What follows belongs to an exercise in optimizing a design on an open flow for small area, a short achievable clock period and few clock cycles per item; a production flow would make more cautious choices.
Only simulation tests tie the RTL to the original design; equivalence was not proved.

==> flow/design.v (excerpt) <==
module surround_downmix_to_pcm16 (
  input  logic               clk_i,
  input  logic               rst_ni,
  input  logic               cfg_valid_i,
  output logic               cfg_ready_o,
  input  logic [1:0]         cfg_index_i,
  input  logic [31:0]        cfg_data_i,
  input  logic               in_valid_i,
  output logic               in_ready_o,
  input  logic signed [31:0] in_sample_value_i,
  input  logic        [2:0]  in_channel_index_i,
  output logic               out_valid_o,
  input  logic               out_ready_i,
  output logic signed [15:0] out_pcm_value_o,
  output logic        [2:0]  out_channel_o,
  output logic               out_frame_last_o
);
Size: roughly 5500 cells after synthesis, ~700 flip-flops, ~97 I/O pins.
make LEC_CHECK=0 CAP_MARGIN=20 CORE_MARGIN=2 CORE_UTILIZATION=60 SLEW_MARGIN=20 finish   # period 12.0 ns
run.sh (not shown) runs the stock make flow with config.mk's settings and CLKGATE_MAP_FILE= SYNTH_SCRIPT=/design/flow/synth_recipe.tcl, a recipe that flattens the netlist after the stock synthesis.
Testbench counts at the start, summed over its fixed seeds: cycles 11,512, items 8,960.
Edit:
--- a/flow/config.mk
+++ b/flow/config.mk
@@ -8,4 +8,4 @@
 export CAP_MARGIN = 20
 export CORE_MARGIN = 2
-export CORE_UTILIZATION = 60
+export CORE_UTILIZATION = 40
 export SLEW_MARGIN = 20
Result: The changed run completed without violations; final area is higher by about 1.4%; sequential cell count does not change; die area is higher by about 50%; routed wire length grows by 3.0%; synthesized cell count is unchanged; cell count rises by about 9%; clock-buffer cell count rises by 1; area after synthesis is unchanged; global-route usage is lower by 11 points; first-iteration DRC count shrinks by about 14%.


rev 12:
surround_downmix_to_pcm16, a different RTL version from the one above (not shown whole).
Size in the first run: about 5,100 cells after synthesis, about 690 flip-flops, roughly 97 I/O pins, ~46,000 um^2 of cells after synthesis.
clock: 12.0 ns
lec_check: 0
cap_margin: 20
core_margin: 2
core_utilization: 40
slew_margin: 20
Testbench counts of rev 12, summed over its fixed seeds: cycles 11,512, items 8,960.
Here is what was changed in the inputs of rev 13 compared with rev 12.
--- a/flow/config.mk
+++ b/flow/config.mk
@@ -9,3 +9,4 @@
 export CORE_MARGIN = 2
-export CORE_UTILIZATION = 40
+export CORE_UTILIZATION = 50
+export PLACE_DENSITY = 0.8
 export SLEW_MARGIN = 20
Results
In the flow results for rev 13 and rev 12, the final design utilization is smaller on rev 12. Re global-route wire length before repair: rev 12 was higher than rev 13. Compared to rev 12, rev 13 has count of clock-buffer cells in the layout about 11% lower. Both conditions hold for rev 13: the flow ran to the end and the final layout passed the timing, design-rule and antenna checks. Per the comparison of rev 13 with rev 12, global routing met1 resource utilization grew by 2.8 points; post-place instance area has decreased; full die area decreased 20%.


## old
surround_downmix_to_pcm16, a different RTL version from the one above (not shown whole).
For scale: about 5400 cells after synthesis, ~97 I/O pins, roughly 50000 sq um of cells after synthesis.
make LEC_CHECK=0 CAP_MARGIN=70 CORE_MARGIN=2 CORE_UTILIZATION=40 SLEW_MARGIN=70 finish   # period 12.0 ns
Testbench counts of old, summed over its fixed seeds: cycles 11,016, items 8,960.
Changes in new relative to old:
- changing CAP_MARGIN from 70 to 20
- changing SLEW_MARGIN from 70 to 20
[summary]
For old and new, there was not a single run that failed to finish clean. new — minimum setup slack after placement 0.27 ns lower, old as reference. Re count of clock-net buffers in the final layout: no difference whatsoever between old and new. From new to old, final antenna-violating net count did not move at all. Reported for old and new, post-route DRC violation count turned out identical to the last digit. The higher maximum cell stage delay along the critical path came out of new. Against old, new reports a area growth from synthesis to layout that is lower. Lower minimum hold slack goes to new over old. Looking at cell with the largest stage delay on the worst path, the fa_1 result is from old; the a2bb2oi_4 one comes from new. old reports its first element of the critical path as cnt_q[1] while new reports s2_gr[1]. Delta (new minus old): least setup slack across all paths after layout now smaller; area taken by multi-input logic gates went down 3.2%; transition at the pin with the smallest max-transition slack saw an increase.


Setup of pepper:
Another version of the RTL of surround_downmix_to_pcm16 (not shown whole).
Size in the first run: ~690 flip-flops, ~47000 um^2 of cells after synthesis.
Settings: LEC_CHECK=0, CAP_MARGIN=20, CORE_MARGIN=2, CORE_UTILIZATION=50, PLACE_DENSITY=0.8, SLEW_MARGIN=20; clock period 12.0 ns.
Testbench counts of pepper, summed over its fixed seeds: cycles 11,512, items 8,960.
Input-level comparison between indigo and pepper:
- removing PLACE_DENSITY (formerly 0.8)
- changing CORE_UTILIZATION from 50 to 40
Results
On floorplan die width: indigo sits above pepper. The insertion delay of the later-clocked pin in the worst-skew pair number comes out higher for indigo vs pepper. Cmp indigo and pepper / cell count along the critical path / lower: indigo. indigo — die footprint 25% higher, pepper as reference. Non-clock buffer count delta for indigo relative to pepper: 3.6% higher. indigo against pepper: worst setup slack grew by 0.14 ns; fraction of the mapped netlist area in compound gates held steady; clock transition at the register clock pins on the worst setup and hold paths after CTS held steady; finished layout cell area grew by about 1%.


Another version of the RTL of surround_downmix_to_pcm16 (not shown whole).
For scale: ~5100 cells after synthesis, roughly 700 flip-flops, roughly 47000 um^2 of cells after synthesis.
Settings: LEC_CHECK=0, CAP_MARGIN=20, CORE_MARGIN=2, CORE_UTILIZATION=50, PLACE_DENSITY=0.8, SLEW_MARGIN=20; clock period 12.0 ns.
The starting point completed with no timing, DRC or antenna violations.
Testbench counts at the start, summed over its fixed seeds: cycles 11,512, items 8,960.
Rerun with:
CORE_UTILIZATION = 40   (was 50)
PLACE_DENSITY = not set   (was 0.8)
The new run passed the timing, design-rule and antenna checks.
Flip-flop and latch count stays the same.
Synthesized area stays the same.
Final cell count is higher by about 4.6%.
Final area went up by about 1.2%.
Non-clock buffer count stays the same.

## static timing again, ports no longer ideal
In the flow no input, the clock included, has a driving cell. The finished layouts below were timed again as built, in two steps.
Step 1 assumes that a clkbuf_16 drives the clock port and a buf_2 every other input.
Step 2 adds t to the input delays and takes it off the output delays; t is the mean of the earliest and latest rising clock arrival at the registers after step 1. Input paths then give back, and output paths get back, about the clock's delay inside the block.
a / b / c = ideal ports / drivers / drivers and shift; a / b = the first two.
run | t (ns) | setup WS [ns] | worst data-port slew with drivers (ns)
the first run of note 1 | 0.713 | 6.695 / 6.695 / 6.695 | 0.08
the second run of note 1 | 0.738 | 6.642 / 6.642 / 6.642 | 0.10
rev 12 | 0.699 | 6.891 / 6.891 / 6.891 | 0.09
rev 13 | 0.694 | 6.944 / 6.944 / 6.944 | 0.08
old | 0.744 | 6.519 / 6.519 / 6.519 | 0.05
new | 0.743 | 6.515 / 6.515 / 6.466 | 0.04
pepper | 0.690 | 7.170 / 7.170 / 6.813 | 0.07
indigo | 0.716 | 7.313 / 7.313 / 7.029 | 0.09
the first run of note 5 | 0.705 | 7.415 / 7.415 / 7.327 | 0.09
the second run of note 5 | 0.729 | 7.362 / 7.362 / 7.362 | 0.07
After both steps every run listed still meets setup and hold. The setup slack of pepper, which loses most, moves by 0.000 ns with the drivers and by -0.357 ns with both steps.
